Background: an optimization exercise with open tools, aiming at a short achievable clock period and few clock cycles. Do not read the settings as production practice.
Only simulation tests tie the RTL to the original design; equivalence was not proved.
No activity file was given, so power comes from the tool's default toggle rates.

==> flow/design.v <==
`default_nettype none
package iee_pkg;
	localparam logic [1:0] ST_OK      = 2'd0;
	localparam logic [1:0] ST_BADCHAR = 2'd1;
	localparam logic [1:0] ST_DIVZERO = 2'd2;
	localparam logic [1:0] ST_STACK   = 2'd3;
	localparam logic [2:0] OP_OPEN = 3'd0;
	localparam logic [2:0] OP_ADD  = 3'd1;
	localparam logic [2:0] OP_SUB  = 3'd2;
	localparam logic [2:0] OP_MUL  = 3'd3;
	localparam logic [2:0] OP_DIV  = 3'd4;
	localparam logic [3:0] CC_ADD   = 4'd10;
	localparam logic [3:0] CC_SUB   = 4'd11;
	localparam logic [3:0] CC_MUL   = 4'd12;
	localparam logic [3:0] CC_DIV   = 4'd13;
	localparam logic [3:0] CC_OPEN  = 4'd14;
	localparam logic [3:0] CC_CLOSE = 4'd15;
endpackage
`default_nettype wire
`default_nettype none
module iee_divider (
	input  wire logic        clk,
	input  wire logic        arst_n,
	input  wire logic        start,
	input  wire logic        is_div,
	input  wire logic [31:0] a,
	input  wire logic [31:0] b,
	output logic             done,
	output logic             dz,
	output logic [31:0]      res
);
	typedef enum logic [3:0] {
		A_IDLE = 4'd0,
		A_ML   = 4'd1,
		A_MF   = 4'd10,
		A_D0   = 4'd2,
		A_D0B  = 4'd3,
		A_D1   = 4'd4,
		A_D2   = 4'd5,
		A_DL   = 4'd6,
		A_DF   = 4'd7,
		A_DFB  = 4'd8,
		A_DONE = 4'd9
	} astate_t;
	astate_t     st_q;
	logic        dz_q, neg_q, prev_q, mdone_q, sub_q;
	logic [31:0] x_q, m_q, acc_q, pp_q, r_q, cs_q, cc_q, q_q;
	logic [7:0]  f_q;
	logic [5:0]  cnt_q;
	logic [32:0] trial;
	logic [31:0] acc_sum;
	logic        co0, co1;
	logic [32:0] t_add, t_sub;
	logic        co5;
	iee_add #(.W(33)) u_tadd (
		.a({r_q, x_q[31]}), .b({m_q[31], m_q}), .cin(1'b0), .s(t_add), .cout(co0)
	);
	iee_add #(.W(33)) u_tsub (
		.a({r_q, x_q[31]}), .b(~{m_q[31], m_q}), .cin(1'b1), .s(t_sub), .cout(co5)
	);
	assign trial = sub_q ? t_sub : t_add;
	iee_add #(.W(32)) u_acc (.a(cs_q), .b(cc_q), .cin(1'b0), .s(acc_sum), .cout(co1));
	logic [31:0] nx, ninc, nres, nq, nqinc;
	logic [7:0]  nall, nqall;
	logic [8:0]  ncy;
	assign nx = ~x_q;
	assign nq = ~q_q;
	for (genvar k = 0; k < 8; k++) begin : g_neg
		assign ninc[k*4 +: 4]  = nx[k*4 +: 4] + 4'd1;
		assign nall[k]         = &nx[k*4 +: 4];
		assign nqinc[k*4 +: 4] = nq[k*4 +: 4] + 4'd1;
		assign nqall[k]        = &nq[k*4 +: 4];
		assign nres[k*4 +: 4]  = ncy[k] ? pp_q[k*4 +: 4] : nx[k*4 +: 4];
	end
	assign ncy[0] = 1'b1;
	for (genvar k = 1; k < 9; k++) begin : g_ncy
		assign ncy[k] = &f_q[k-1:0];
	end
	logic        bd_one, bd_two, bd_neg;
	assign bd_neg = m_q[1] & ~(m_q[0] & prev_q);
	assign bd_one = m_q[0] ^ prev_q;
	assign bd_two = (m_q[1] & ~m_q[0] & ~prev_q) | (~m_q[1] & m_q[0] & prev_q);
	logic [31:0] pp_mag, pp;
	assign pp_mag = bd_one ? x_q : (bd_two ? {x_q[30:0], 1'b0} : 32'd0);
	assign pp     = bd_neg ? ~pp_mag : pp_mag;
	logic [31:0] n1a, n1b, n2a, n2b, n2c;
	logic        z16, z8, z4, z2, z1;
	assign z16 = (x_q[31:16] == '0);
	assign n1a = z16 ? {x_q[15:0], 16'd0} : x_q;
	assign z8  = (n1a[31:24] == '0);
	assign n1b = z8 ? {n1a[23:0], 8'd0} : n1a;
	assign z4  = (x_q[31:28] == '0);
	assign n2a = z4 ? {x_q[27:0], 4'd0} : x_q;
	assign z2  = (n2a[31:30] == '0);
	assign n2b = z2 ? {n2a[29:0], 2'd0} : n2a;
	assign z1  = ~n2b[31];
	assign n2c = z1 ? {n2b[30:0], 1'b0} : n2b;
	astate_t st_d;
	always_comb begin
		st_d = st_q;
		unique case (st_q)
			A_IDLE: if (start) st_d = is_div ? A_D0 : A_ML;
			A_ML:   if (mdone_q) st_d = A_MF;
			A_MF:   st_d = A_DONE;
			A_D0:   st_d = (m_q == '0) ? A_DONE : (x_q[31] ? A_D0B : A_D1);
			A_D0B:  st_d = A_D1;
			A_D1:   st_d = A_D2;
			A_D2:   st_d = A_DL;
			A_DL:   if (cnt_q <= 6'd1) st_d = neg_q ? A_DF : A_DONE;
			A_DF:   st_d = A_DFB;
			A_DFB:  st_d = A_DONE;
			default: st_d = A_IDLE;
		endcase
	end
	logic done_q, qres_q;
	always_ff @(posedge clk or negedge arst_n) begin
		if (!arst_n) begin
			st_q   <= A_IDLE;
			done_q <= 1'b0;
			qres_q <= 1'b0;
		end else begin
			st_q   <= st_d;
			done_q <= (st_d == A_DONE);
			qres_q <= (st_q == A_DL);
		end
	end
	logic in_ml, in_dl, in_mf, in_d0, in_df;
	assign in_ml = (st_q == A_ML);
	assign in_dl = (st_q == A_DL);
	assign in_mf = (st_q == A_MF);
	assign in_d0 = (st_q == A_D0);
	assign in_df = (st_q == A_DF);
	always_ff @(posedge clk) begin
		cs_q    <= in_ml ? (cs_q ^ cc_q ^ pp) : 32'd0;
		cc_q    <= in_ml ? {(cs_q[30:0] & cc_q[30:0]) | (cs_q[30:0] & pp[30:0]) | (cc_q[30:0] & pp[30:0]),
		                    bd_neg & (bd_one | bd_two)} : 32'd0;
		prev_q  <= in_ml & m_q[1];
		mdone_q <= in_ml ? ((m_q[31:3] == 29'd0) || (m_q[31:3] == 29'h1fff_ffff))
		                 : ((b[31:1] == 31'd0) || (b[31:1] == 31'h7fff_ffff));
		acc_q   <= in_mf ? acc_sum : (neg_q ? nres : x_q);
		pp_q    <= in_df ? nqinc : ninc;
		f_q     <= in_df ? nqall : nall;
		r_q     <= in_dl ? trial[31:0] : 32'd0;
		q_q     <= in_dl ? {q_q[30:0], ~trial[31]} : 32'd0;
		sub_q   <= in_dl ? ~(trial[31] ^ m_q[31]) : ~m_q[31];
		unique case (st_q)
			A_D1:    cnt_q <= 6'd32 - {1'b0, z16, z8, 3'b000};
			A_D2:    cnt_q <= cnt_q - {3'b000, z4, z2, z1};
			default: cnt_q <= cnt_q - 1'b1;
		endcase
		unique case (st_q)
			A_ML:    x_q <= {x_q[29:0], 2'b00};
			A_D0B:   x_q <= x_q[31] ? nres : x_q;
			A_D1:    x_q <= n1b;
			A_D2:    x_q <= n2c;
			A_DL:    x_q <= {x_q[30:0], 1'b0};
			A_DF:    x_q <= q_q;
			default: x_q <= a;
		endcase
		m_q <= (b & {32{st_q == A_IDLE}}) | ({{2{m_q[31]}}, m_q[31:2]} & {32{in_ml}})
		     | (m_q & {32{st_q != A_IDLE && !in_ml}});
		if (st_q == A_IDLE) dz_q <= 1'b0;
		else if (in_d0) dz_q <= (m_q == '0);
		if (in_d0) neg_q <= x_q[31] ^ m_q[31];
	end
	assign done = done_q;
	assign dz   = dz_q;
	assign res  = qres_q ? q_q : acc_q;
endmodule
`default_nettype wire
module iee_add #(
	parameter int W = 32
) (
	input  wire logic [W-1:0] a,
	input  wire logic [W-1:0] b,
	input  wire logic         cin,
	output logic [W-1:0]      s,
	output logic              cout
);
	localparam int L = $clog2(W);
	logic [(L+1)*W-1:0] g, p;
	logic [W-1:0] x;
	assign x = a ^ b;
	assign g[0] = (a[0] & b[0]) | (x[0] & cin);
	assign p[0] = x[0];
	for (genvar i = 1; i < W; i++) begin : g_bit
		assign g[i] = a[i] & b[i];
		assign p[i] = x[i];
	end
	for (genvar l = 0; l < L; l++) begin : g_lvl
		for (genvar i = 0; i < W; i++) begin : g_node
			if (i >= (1 << l)) begin : g_comb
				assign g[(l+1)*W + i] = g[l*W + i] | (p[l*W + i] & g[l*W + i - (1 << l)]);
				assign p[(l+1)*W + i] = p[l*W + i] & p[l*W + i - (1 << l)];
			end else begin : g_pass
				assign g[(l+1)*W + i] = g[l*W + i];
				assign p[(l+1)*W + i] = p[l*W + i];
			end
		end
	end
	assign s[0] = x[0] ^ cin;
	for (genvar i = 1; i < W; i++) begin : g_sum
		assign s[i] = x[i] ^ g[L*W + i - 1];
	end
	assign cout = g[L*W + W - 1];
endmodule
`default_nettype none
import iee_pkg::*;
module iee_datapath #(
	parameter int D = 48    
) (
	input  wire logic        clk,
	input  wire logic        arst_n,
	input  wire logic        wr,
	input  wire logic [5:0]  wr_code,
	output logic             full0,
	output logic             full1,
	input  wire logic        take,
	output logic             res_v,
	output logic [31:0]      res_val,
	output logic [1:0]       res_st
);
	function automatic logic [5:0] dec(input logic [5:0] c);
		logic ok;
		ok = ~c[4];
		dec[5] = c[5];
		dec[4] = ok & (c[3:0] == CC_CLOSE);
		dec[3] = ok & (c[3:0] == CC_OPEN);
		dec[2] = ok & (c[3:0] == CC_MUL || c[3:0] == CC_DIV);
		dec[1] = ok & (c[3:0] == CC_ADD || c[3:0] == CC_SUB);
		dec[0] = ok & (c[3:0] <= 4'd9);
	endfunction
	function automatic logic [2:0] okind(input logic [2:0] op);
		okind[2] = (op == OP_SUB);
		okind[1] = (op == OP_MUL) || (op == OP_DIV);
		okind[0] = (op == OP_OPEN);
	endfunction
	logic [D*6-1:0] q_q;
	logic [D-1:0]   wptr_q, rptr_q;
	logic [D:0]     wp_q;
	logic           pop_head;
	logic           hv_q;       
	logic [5:0]     hd_q;       
	logic [5:0]     hc_q;       
	logic           mem_empty, take_head, ld_mem, ld_wr, mem_wr;
	logic [5:0]     mem_rd;
	assign mem_empty = wp_q[0] | (wp_q[1] & hv_q);
	assign take_head = pop_head | ~hv_q;
	assign ld_mem    = take_head & ~mem_empty;
	assign ld_wr     = take_head & mem_empty & wr;
	assign mem_wr    = wr & ~ld_wr;
	always_comb begin
		mem_rd = '0;
		for (int i = 0; i < D; i++) mem_rd = mem_rd | (q_q[i*6 +: 6] & {6{rptr_q[i]}});
	end
	always_ff @(posedge clk or negedge arst_n) begin
		if (!arst_n) begin
			wp_q   <= (D+1)'(1);
			hv_q   <= 1'b0;
			wptr_q <= D'(1);
			rptr_q <= D'(1);
		end else begin
			if (wr && !pop_head) wp_q <= {wp_q[D-1:0], 1'b0};
			else if (pop_head && !wr) wp_q <= {1'b0, wp_q[D:1]};
			hv_q <= (hv_q & ~pop_head) | ld_mem | ld_wr;
			if (mem_wr) wptr_q <= {wptr_q[D-2:0], wptr_q[D-1]};
			if (ld_mem) rptr_q <= {rptr_q[D-2:0], rptr_q[D-1]};
		end
	end
	always_ff @(posedge clk) begin
		for (int i = 0; i < D; i++) if (mem_wr && wptr_q[i]) q_q[i*6 +: 6] <= wr_code;
		if (ld_mem) begin
			hd_q <= dec(mem_rd);
			hc_q <= mem_rd;
		end else if (ld_wr) begin
			hd_q <= dec(wr_code);
			hc_q <= wr_code;
		end
	end
	assign full0 = wp_q[D] | (wr & wp_q[D-1]);
	assign full1 = wp_q[D] | wp_q[D-1] | (wr & wp_q[D-2]);
	logic       h_last, h_dig, h_as, h_md, h_open, h_close;
	logic [3:0] h_code;
	logic [2:0] h_op;
	assign {h_last, h_close, h_open, h_md, h_as, h_dig} = hd_q;
	assign h_code = hc_q[3:0];
	always_comb begin
		unique case (h_code)
			CC_ADD:  h_op = OP_ADD;
			CC_SUB:  h_op = OP_SUB;
			CC_MUL:  h_op = OP_MUL;
			CC_DIV:  h_op = OP_DIV;
			default: h_op = OP_OPEN;
		endcase
	end
	logic [31:0]      t0_q, t1_q, t2_q;
	logic [13*32-1:0] m_q;
	logic [16*3-1:0]  o_q;
	logic [16:1]      opd_t, opr_t;    
	logic [2:0]       ok_q;            
	logic [1:0]       err_q;
	logic             fin_q, ab_q;
	logic             sv_q;            
	logic opd_empty, opd_lt2, opd_full, opr_empty, opr_full;
	logic o_open, o_md, o_sub;
	assign opd_empty = ~opd_t[1];
	assign opd_lt2   = ~opd_t[2];
	assign opd_full  = opd_t[16];
	assign opr_empty = ~opr_t[1];
	assign opr_full  = opr_t[16];
	assign {o_sub, o_md, o_open} = ok_q;
	logic        a_start, a_done, a_dz, a_isdiv;
	logic [31:0] a_res;
	assign a_isdiv = (o_q[2:0] == OP_DIV);
	iee_divider u_arith (
		.clk(clk), .arst_n(arst_n), .start(a_start), .is_div(a_isdiv),
		.a(t1_q), .b(t0_q), .done(a_done), .dz(a_dz), .res(a_res)
	);
	logic       push_dig, push_op, pop_op, red_as, wb, set_fin, emit;
	logic       set_err;
	logic [1:0] err_val;
	logic       need_red;
	logic [1:0] em_st;
	logic       em_zero;
	assign need_red = ~opr_empty & ~o_open & (h_as | h_close | (h_md & o_md));
	always_comb begin
		pop_head = 1'b0;
		push_dig = 1'b0;
		push_op  = 1'b0;
		pop_op   = 1'b0;
		red_as   = 1'b0;
		a_start  = 1'b0;
		wb       = 1'b0;
		set_fin  = 1'b0;
		set_err  = 1'b0;
		err_val  = ST_STACK;
		emit     = 1'b0;
		em_st    = err_q;
		em_zero  = 1'b1;
		if (ab_q) begin
			if (a_done) begin
				if (a_dz) begin
					set_err = 1'b1;
					err_val = ST_DIVZERO;
				end else wb = 1'b1;
			end
		end else if (!fin_q) begin
			if (hv_q) begin
				if (err_q != ST_OK) begin
					pop_head = 1'b1;
					set_fin  = h_last;
				end else if (need_red) begin
					pop_op = opd_lt2 | o_md | sv_q;
					if (opd_lt2) set_err = 1'b1;
					else if (o_md) a_start = 1'b1;
					else red_as = sv_q;
				end else begin
					pop_head = 1'b1;
					set_fin  = h_last;
					if (h_dig) begin
						if (opd_full) set_err = 1'b1;
						else push_dig = 1'b1;
					end else if (h_as | h_md | h_open) begin
						if (opr_full) set_err = 1'b1;
						else push_op = 1'b1;
					end else if (h_close) begin
						if (opr_empty) set_err = 1'b1;
						else pop_op = 1'b1;
					end else begin
						set_err = 1'b1;
						err_val = ST_BADCHAR;
					end
				end
			end
		end else begin
			if (err_q != ST_OK) emit = ~res_v;
			else if (!opr_empty) begin
				pop_op = o_open | opd_lt2 | o_md | sv_q;
				if (o_open) ;
				else if (opd_lt2) set_err = 1'b1;
				else if (o_md) a_start = 1'b1;
				else red_as = sv_q;
			end else begin
				emit    = ~res_v;
				em_st   = opd_empty ? ST_STACK : ST_OK;
				em_zero = opd_empty;
			end
		end
	end
	always_ff @(posedge clk or negedge arst_n) begin
		if (!arst_n) begin
			opd_t <= '0;
			opr_t <= '0;
			err_q <= ST_OK;
			fin_q <= 1'b0;
			ab_q  <= 1'b0;
			res_v <= 1'b0;
			sv_q  <= 1'b0;
			mw_v_q <= 1'b0;
		end else begin
			mw_v_q <= push_dig & opd_t[3];
			sv_q <= ~(push_dig | red_as | wb);
			if (emit) begin
				opd_t <= '0;
				opr_t <= '0;
				err_q <= ST_OK;
				fin_q <= 1'b0;
			end else begin
				if (push_dig) opd_t <= {opd_t[15:1], 1'b1};
				else if (red_as || wb) opd_t <= {1'b0, opd_t[16:2]};
				if (push_op) opr_t <= {opr_t[15:1], 1'b1};
				else if (pop_op) opr_t <= {1'b0, opr_t[16:2]};
				if (set_err) err_q <= err_val;
				if (set_fin) fin_q <= 1'b1;
			end
			if (a_start) ab_q <= 1'b1;
			else if (a_done) ab_q <= 1'b0;
			if (emit) res_v <= 1'b1;
			else if (take) res_v <= 1'b0;
		end
	end
	logic [31:0] sum, dif, sum_q, dif_q;
	logic        co_s, co_d;
	iee_add #(.W(32)) u_sum (.a(t1_q), .b(t0_q), .cin(1'b0), .s(sum), .cout(co_s));
	iee_add #(.W(32)) u_dif (.a(t1_q), .b(~t0_q), .cin(1'b1), .s(dif), .cout(co_d));
	logic [12:0] mw_sel_q, mr_sel;
	logic        mw_v_q;
	logic [31:0] mw_q;
	for (genvar k = 0; k < 12; k++) begin : g_mr
		assign mr_sel[k] = opd_t[k+4] & ~opd_t[k+5];
	end
	assign mr_sel[12] = opd_t[16];
	logic [31:0] m_rd;
	always_comb begin
		m_rd = '0;
		for (int k = 0; k < 13; k++) m_rd = m_rd | (m_q[k*32 +: 32] & {32{mr_sel[k]}});
		if (mw_v_q && |(mw_sel_q & mr_sel)) m_rd = mw_q;
	end
	always_ff @(posedge clk) begin
		sum_q <= sum;
		dif_q <= dif;
		t0_q <= ({28'd0, h_code} & {32{push_dig}}) | (a_res & {32{wb}})
		      | (dif_q & {32{red_as & o_sub}}) | (sum_q & {32{red_as & ~o_sub}})
		      | (t0_q & {32{~push_dig & ~red_as & ~wb}});
		t1_q <= (t0_q & {32{push_dig}}) | (t2_q & {32{red_as | wb}})
		      | (t1_q & {32{~push_dig & ~red_as & ~wb}});
		t2_q <= (t1_q & {32{push_dig}}) | (m_rd & {32{red_as | wb}})
		      | (t2_q & {32{~push_dig & ~red_as & ~wb}});
		for (int k = 0; k < 13; k++) begin
			mw_sel_q[k] <= opd_t[k+3] & ~opd_t[k+4];
			if (mw_v_q && mw_sel_q[k]) m_q[k*32 +: 32] <= mw_q;
		end
		mw_q <= t2_q;
		if (push_op) begin
			o_q  <= {o_q[15*3-1:0], h_op};
			ok_q <= okind(h_op);
		end else if (pop_op) begin
			o_q[15*3-1:0] <= o_q[16*3-1:3];
			ok_q <= okind(o_q[5:3]);
		end
		if (emit) begin
			res_st  <= em_st;
			res_val <= em_zero ? 32'd0 : t0_q;
		end
	end
endmodule
`default_nettype wire
`default_nettype none
module iee_ctrl #(
	parameter int N = 4,
	parameter int NB = 2
) (
	input  wire logic          clk,
	input  wire logic          arst_n,
	input  wire logic          start,
	input  wire logic [7:0]    symbol,
	input  wire logic          last,
	input  wire logic [N-1:0]  full0,    
	input  wire logic [N-1:0]  full1,    
	output logic               busy,
	output logic [N-1:0]       wr,       
	output logic [5:0]         wr_code   
);
	logic          acc;
	logic          in_v_q;
	logic          in_last_q;
	logic [NB-1:0] in_tgt_q, tgt_q;
	logic          b_same, b_same1, b_next;
	assign acc = start & ~busy;
	assign b_same  = full0[tgt_q];
	assign b_same1 = full1[tgt_q];
	logic [NB-1:0] tgt_nx;
	assign tgt_nx  = (tgt_q == NB'(N-1)) ? '0 : NB'(tgt_q + 1'b1);
	assign b_next  = full0[tgt_nx];
	always_ff @(posedge clk or negedge arst_n) begin
		if (!arst_n) begin
			busy     <= 1'b0;
			in_v_q   <= 1'b0;
			tgt_q    <= '0;
			in_tgt_q <= '0;
		end else begin
			busy     <= acc ? (last ? b_next : b_same1) : b_same;
			in_v_q   <= acc;
			in_tgt_q <= tgt_q;
			if (acc && last) tgt_q <= tgt_nx;
		end
	end
	logic [4:0] code, code_q;
	always_comb begin
		code = 5'b10000;
		if (symbol >= 8'd48 && symbol <= 8'd57) code = {1'b0, symbol[3:0]};
		else if (symbol == 8'd43) code = {1'b0, iee_pkg::CC_ADD};
		else if (symbol == 8'd45) code = {1'b0, iee_pkg::CC_SUB};
		else if (symbol == 8'd42) code = {1'b0, iee_pkg::CC_MUL};
		else if (symbol == 8'd47) code = {1'b0, iee_pkg::CC_DIV};
		else if (symbol == 8'd40) code = {1'b0, iee_pkg::CC_OPEN};
		else if (symbol == 8'd41) code = {1'b0, iee_pkg::CC_CLOSE};
	end
	always_ff @(posedge clk) begin
		code_q    <= code;
		in_last_q <= last;
	end
	assign wr_code = {in_last_q, code_q};
	always_comb begin
		for (int n = 0; n < N; n++) wr[n] = in_v_q && (in_tgt_q == NB'(n));
	end
endmodule
`default_nettype wire
`default_nettype none
module infix_expression_evaluator #(
	parameter int STACK_DEPTH = 16,
	parameter int VALUE_WIDTH = 32
) (
	input  wire logic        clk,
	input  wire logic        arst_n,
	input  wire logic        start,
	output logic             busy,
	input  wire logic [7:0]  symbol,
	input  wire logic        last,
	output logic             done,
	output logic [31:0]      value,
	output logic [1:0]       status
);
	localparam int N  = 4;
	localparam int NB = 2;
	logic [N-1:0]    full0, full1, wr, take, res_v;
	logic [5:0]      wr_code;
	logic [31:0]     res_val [N];
	logic [1:0]      res_st [N];
	logic [NB-1:0]   rd_q;
	iee_ctrl #(.N(N), .NB(NB)) u_ctrl (
		.clk(clk), .arst_n(arst_n), .start(start), .symbol(symbol), .last(last),
		.full0(full0), .full1(full1), .busy(busy), .wr(wr), .wr_code(wr_code)
	);
	for (genvar n = 0; n < N; n++) begin : g_eng
		iee_datapath u_eng (
			.clk(clk), .arst_n(arst_n), .wr(wr[n]), .wr_code(wr_code),
			.full0(full0[n]), .full1(full1[n]),
			.take(take[n]), .res_v(res_v[n]), .res_val(res_val[n]), .res_st(res_st[n])
		);
		assign take[n] = res_v[n] && (rd_q == NB'(n));
	end
	always_ff @(posedge clk or negedge arst_n) begin
		if (!arst_n) begin
			rd_q <= '0;
			done <= 1'b0;
		end else begin
			done <= res_v[rd_q];
			if (res_v[rd_q]) rd_q <= (rd_q == NB'(N-1)) ? '0 : NB'(rd_q + 1'b1);
		end
	end
	always_ff @(posedge clk) begin
		value  <= res_val[rd_q];
		status <= res_st[rd_q];
	end
endmodule
`default_nettype wire
==> flow/flow/run.sh <==
#!/bin/bash
set -o pipefail
bash standard.sh SETUP_SLACK_MARGIN=5.6 MAX_REPAIR_ANTENNAS_ITER_DRT=12 MAX_REPAIR_ANTENNAS_ITER_GRT=12 finish > standard_flow.log 2>&1
==> flow/standard.sh <==
#!/bin/bash
# synth_recipe.tcl (not shown) runs the flow's synth.tcl, then flattens the netlist and writes it again
# the make line also repeats each setting of config.mk as NAME=value (left out here)
make -C /OpenROAD-flow-scripts/flow DESIGN_CONFIG=/design/flow/config.mk WORK_HOME=/design/flow/orfs CLKGATE_MAP_FILE= SYNTH_SCRIPT=/design/flow/synth_recipe.tcl "${@:-finish}"
==> flow/config.mk <==
export PLATFORM = sky130hd
export DESIGN_NAME = infix_expression_evaluator
export DESIGN_NICKNAME = infix_expression_evaluator
export VERILOG_FILES = /design/flow/design.v
export SDC_FILE = /design/flow/constraint.sdc
export NUM_CORES = 4
export LEC_CHECK = 0
export ABC_CLOCK_PERIOD_IN_PS = 1500
export CAP_MARGIN = 20
export CORE_MARGIN = 2
export CORE_UTILIZATION = 55
export SETUP_SLACK_MARGIN = 5
export SLEW_MARGIN = 20
==> flow/constraint.sdc <==
create_clock -name core_clock -period 9.0 [get_ports {clk}]
set_input_delay 1.8000 -clock core_clock [delete_from_list [all_inputs] [get_ports {clk}]]
set_output_delay 1.8000 -clock core_clock [all_outputs]
set_load 0.01 [all_outputs]
==> reports/qor.csv <==
metric,value,unit
hold_buf cts,0,
Port Buffers,47,
# DRC,0,
cts bufs inserted,624,
core area,478000,µm²
top cell type's share of synthesized area,37.9,%
Worst Path Required,7200,ps
Top Family by Delay on Critical Path,flip-flops,
Synth top cells by count,"edfxtp_1, nand2_1, dfxtp_1, nor2_1, clkbuf_1",
Total Wirelength,821000,µm
DP Wirelength,541000,µm
global-route wire length before repair,1200000,µm
Min-Delay Path Class,flip-flop to flip-flop,
MaxCap Viol Count,0,
CTS tree,yes,
Hold WS,369,ps
GRT Util Overall,32.9,%
Clock Tree Buf Depth,4,
syn_area_per_cell,11.5,µm²
Slew @ Worst Pin,1120,ps
relative slew slack,23.0,%
met2 usage,49.0,%
Post-synth EDFFs,3324,
"Core Util, Final",61.6,%
Wirelength per Cell,27.9,µm
sequential area share after synthesis,59.0,%
area of placed instances,270000,µm²
Post-Syn Nets,23672,
Comb pwr share,1.0,%
Max VDD drop,210,µV
via count,187665,
routability cong.,0.964,
IO Pins,48,
"FF+latch count, synth",5917,
flop2flop setup slack,5600,ps
Critical Path Sink Type,primary output,
Crit path arrival time,1730,ps
Bufs and invs on worst path,1,
crit share post-route,39.2,%
R2R depth,7,
Yosys top cell by area,edfxtp_1,
share of flip-flops with an asynchronous set or reset,13.1,%
Sink Count,5917,
Switching Share,21.1,%
worst r2r src,g_eng[2].u_eng.rptr_q[32],
root buf cell,clkbuf_16,
most area-consuming cells after synthesis,"edfxtp_1, dfxtp_1, dfrtp_1, mux2i_1, ha_1",
clock skew,76.3,ps
Yosys cell types,105,
gr busiest metal,met1,
largest net degree at the start of global routing,152,
critical path type,flip-flop to primary output,
status,timing/DRC/antenna clean,
H-tree lvl count,6,
pwr/cell area,187,nW/µm²
Seq pwr share,51.6,%
unrepaired setup endpoints after global routing,yes,
f_max,0.283,GHz
Die H,696,µm
yosys warns,6,
"non-filler cells, final",29404,
DR vias/cell,6.38,
Power Internal,43.4,mW
Hold Path Origin,g_eng[1].u_eng.t2_q[1],
final setup violating endpoints,0,
Design Power,55.0,mW
slowest cell on the critical path,dfrtp_1,
post-route design area,294000,µm²
initial antenna violation count,50,
Max Fanout on Critical Path,1,
GRT met1 Usage,49.4,%
final-stage net count,23304,
"Clk pin slew, worst setup/hold paths",60,ps
setup ws final,5470,ps
Clock Latency Late Sink,1130,ps
pre-CTS setup slack,4540,ps
Initial Util,55.1,%
final slew viol count,0,
hold depth,0,
final antenna-violating net count,0,
setup TNS,0,ps
Worst Hold End,g_eng[1].u_eng.mw_q[1],
# rows,254,
Die Span X,696,µm
Reg-to-Reg End,g_eng[2].u_eng.hd_q[2],
Syn Inst Count,22822,
cell chain of the critical path,buf_2,
Mapped Area,264000,µm²
dpl cells,28044,
most frequent cell after synthesis,edfxtp_1,
die area,485000,µm²
Sw Pwr,11.6,mW
CP Launch Type,flip-flop,
vias in the first global route,176766,
most common flop cell mapped by yosys,edfxtp_1,
Area Growth Syn to Fin,11.7,%
First-pass DRT Iterations,9,
met3 Usage GRT,5.03,%
Static Leakage,103,nW
total grt overflow,0,
share of post-route cells with drive strength above 1,12.0,%
Period minus WS final,3530,ps
Fin. Hold Viols,0,
power share of the clock group,47.4,%
Initial DRC Count,22266,
CP peak stage delay,460,ps
==> per-layer routing <==
layer / wire length [µm] / vias up
met3: 73300 / 1294
met2: 357000 / 8372
met1: 361000 / 93980
li1: - / 84001
met4: 29100 / 18
met5: 111 / -
==> power groups by stage <==
stage               clock, mW  combinational, mW  sequential [mW]
finish                   26.0              0.576             28.4
global route             27.4              0.628             28.4
CTS                      26.4              0.584             28.4
detailed placement          0              0.547             29.0
global placement            0              0.544             29.0
floorplan                   0              0.306             29.0
==> flip-flops by register name, indices dropped and copies added (netlist names), 125 cells and up <==
name,flops
g_eng.u_eng.m_q,1664
g_eng.u_eng.u_arith.pp_q,128
g_eng.u_eng.wptr_q,192
g_eng.u_eng.rptr_q,192
g_eng.u_eng.o_q,192
g_eng.u_eng.mw_q,128
g_eng.u_eng.t2_q,128
g_eng.u_eng.t0_q,128
g_eng.u_eng.q_q,1152
g_eng.u_eng.u_arith.cc_q,128
g_eng.u_eng.u_arith.m_q,128
g_eng.u_eng.t1_q,128
g_eng.u_eng.u_arith.cs_q,128
g_eng.u_eng.u_arith.x_q,128
g_eng.u_eng.res_val,128
g_eng.u_eng.wp_q,196
g_eng.u_eng.u_arith.acc_q,128
g_eng.u_eng.u_arith.q_q,128
g_eng.u_eng.dif_q,125
g_eng.u_eng.sum_q,127
==> worst max-delay path by stage <==
stage,start,to,slack [ps],depth (start not counted)
2_1_floorplan,u_ctrl.in_last_q,g_eng[0].u_eng.q_q[101],5630,0
3_3_place_gp,g_eng[2].u_eng.u_arith.x_q[28],g_eng[2].u_eng.u_arith.x_q[23],4600,14
3_5_place_dp,g_eng[0].u_eng.u_arith.x_q[31],g_eng[0].u_eng.u_arith.r_q[30],4540,14
4_1_cts,done,done,5440,1
5_1_grt,done,done,5450,1
6_report,done,done,5470,1
==> cells in the final DEF (no fill, tap or decap), types with 143 or more instances in the layout <==
master	netlist	routed
a22oi_1	543	541
a221oi_1	589	582
xor2_1	293	293
a22o_1	391	391
mux2_2	422	422
nor4_1	226	215
dfxtp_1	1820	1636
a21oi_1	1065	1025
a21o_1	170	170
nor2_1	1489	1443
edfxtp_1	3324	3324
nor3_1	205	193
o21ai_0	1157	1128
ha_1	690	637
nand3_1	273	268
buf_4	4	491
and2_1	343	236
xnor2_1	368	368
and3_1	195	194
o211ai_1	150	150
inv_1	931	914
dfrtp_1	761	750
a221o_1	247	247
fa_1	148	143
nand2_1	2284	2265
dfxtp_2	0	149
a222oi_1	249	249
clkbuf_1	1432	184
nand4_1	236	236
a31oi_1	190	178
mux2i_1	971	971
clkbuf_16	0	645
==> area by class of cell <==
cell class,instances,area [µm²]
Antenna cell,9,22.5
Clock buffer,913,17900
Clock inverter,254,2850
Fill cell,38608,184000
Inverter,950,3630
Multi-Input combinational cell,14362,101000
Sequential cell,5917,156000
Tap cell,6400,8010
Timing Repair Buffer,598,5120
Timing Repair inverter,1,5.00
==> kinds of logic after synthesis <==
logic type | share of synthesized area, %
flops | 59.0
simple gates | 10.1
compound gates | 15.0
buf+inv | 3.66
mux | 5.51
fa+ha+maj | 4.40
xor+xnor | 2.22
==> timing repair <==
| action | in CTS | in global routing |
|---|---|---|
| endpoints found under the setup margin | 1578 | 1062 |
| buffers inserted | 70 | 96 |
| cloned | 5 | 8 |
| gates resized for setup | 474 | 412 |
| pin swaps | 40 | 87 |
Testbench counts, summed over its fixed seeds: cycles 25,172.

[what the ideal ports hide]
The flow's constraints put no driver on any port. The routed layout listed below was extracted and timed again, unchanged, in two steps.
Step 1: set_driving_cell puts a clkbuf_16 on clk and a buf_2 on each other input, an assumption about the parent block.
Step 2 times the ports against the registers' clock, not the clock port: input delays grow and output delays shrink by t, the midpoint of the rising clock arrivals with the driver on.
Three values: ideal, step 1, step 2; two values: the first two.
t (ns): 1.212
slack for setup (ns): 5.468 / 5.349 / 5.240
worst setup path at the end: input, reset recovery
slew at the worst register clock pin (ns): 0.07 / 0.07
After both steps setup and hold are still met in this run. For this run, drivers alone change the setup slack by -0.119 ns; drivers and shift together by -0.228 ns. The worst setup slack also covers recovery checks on asynchronous resets.
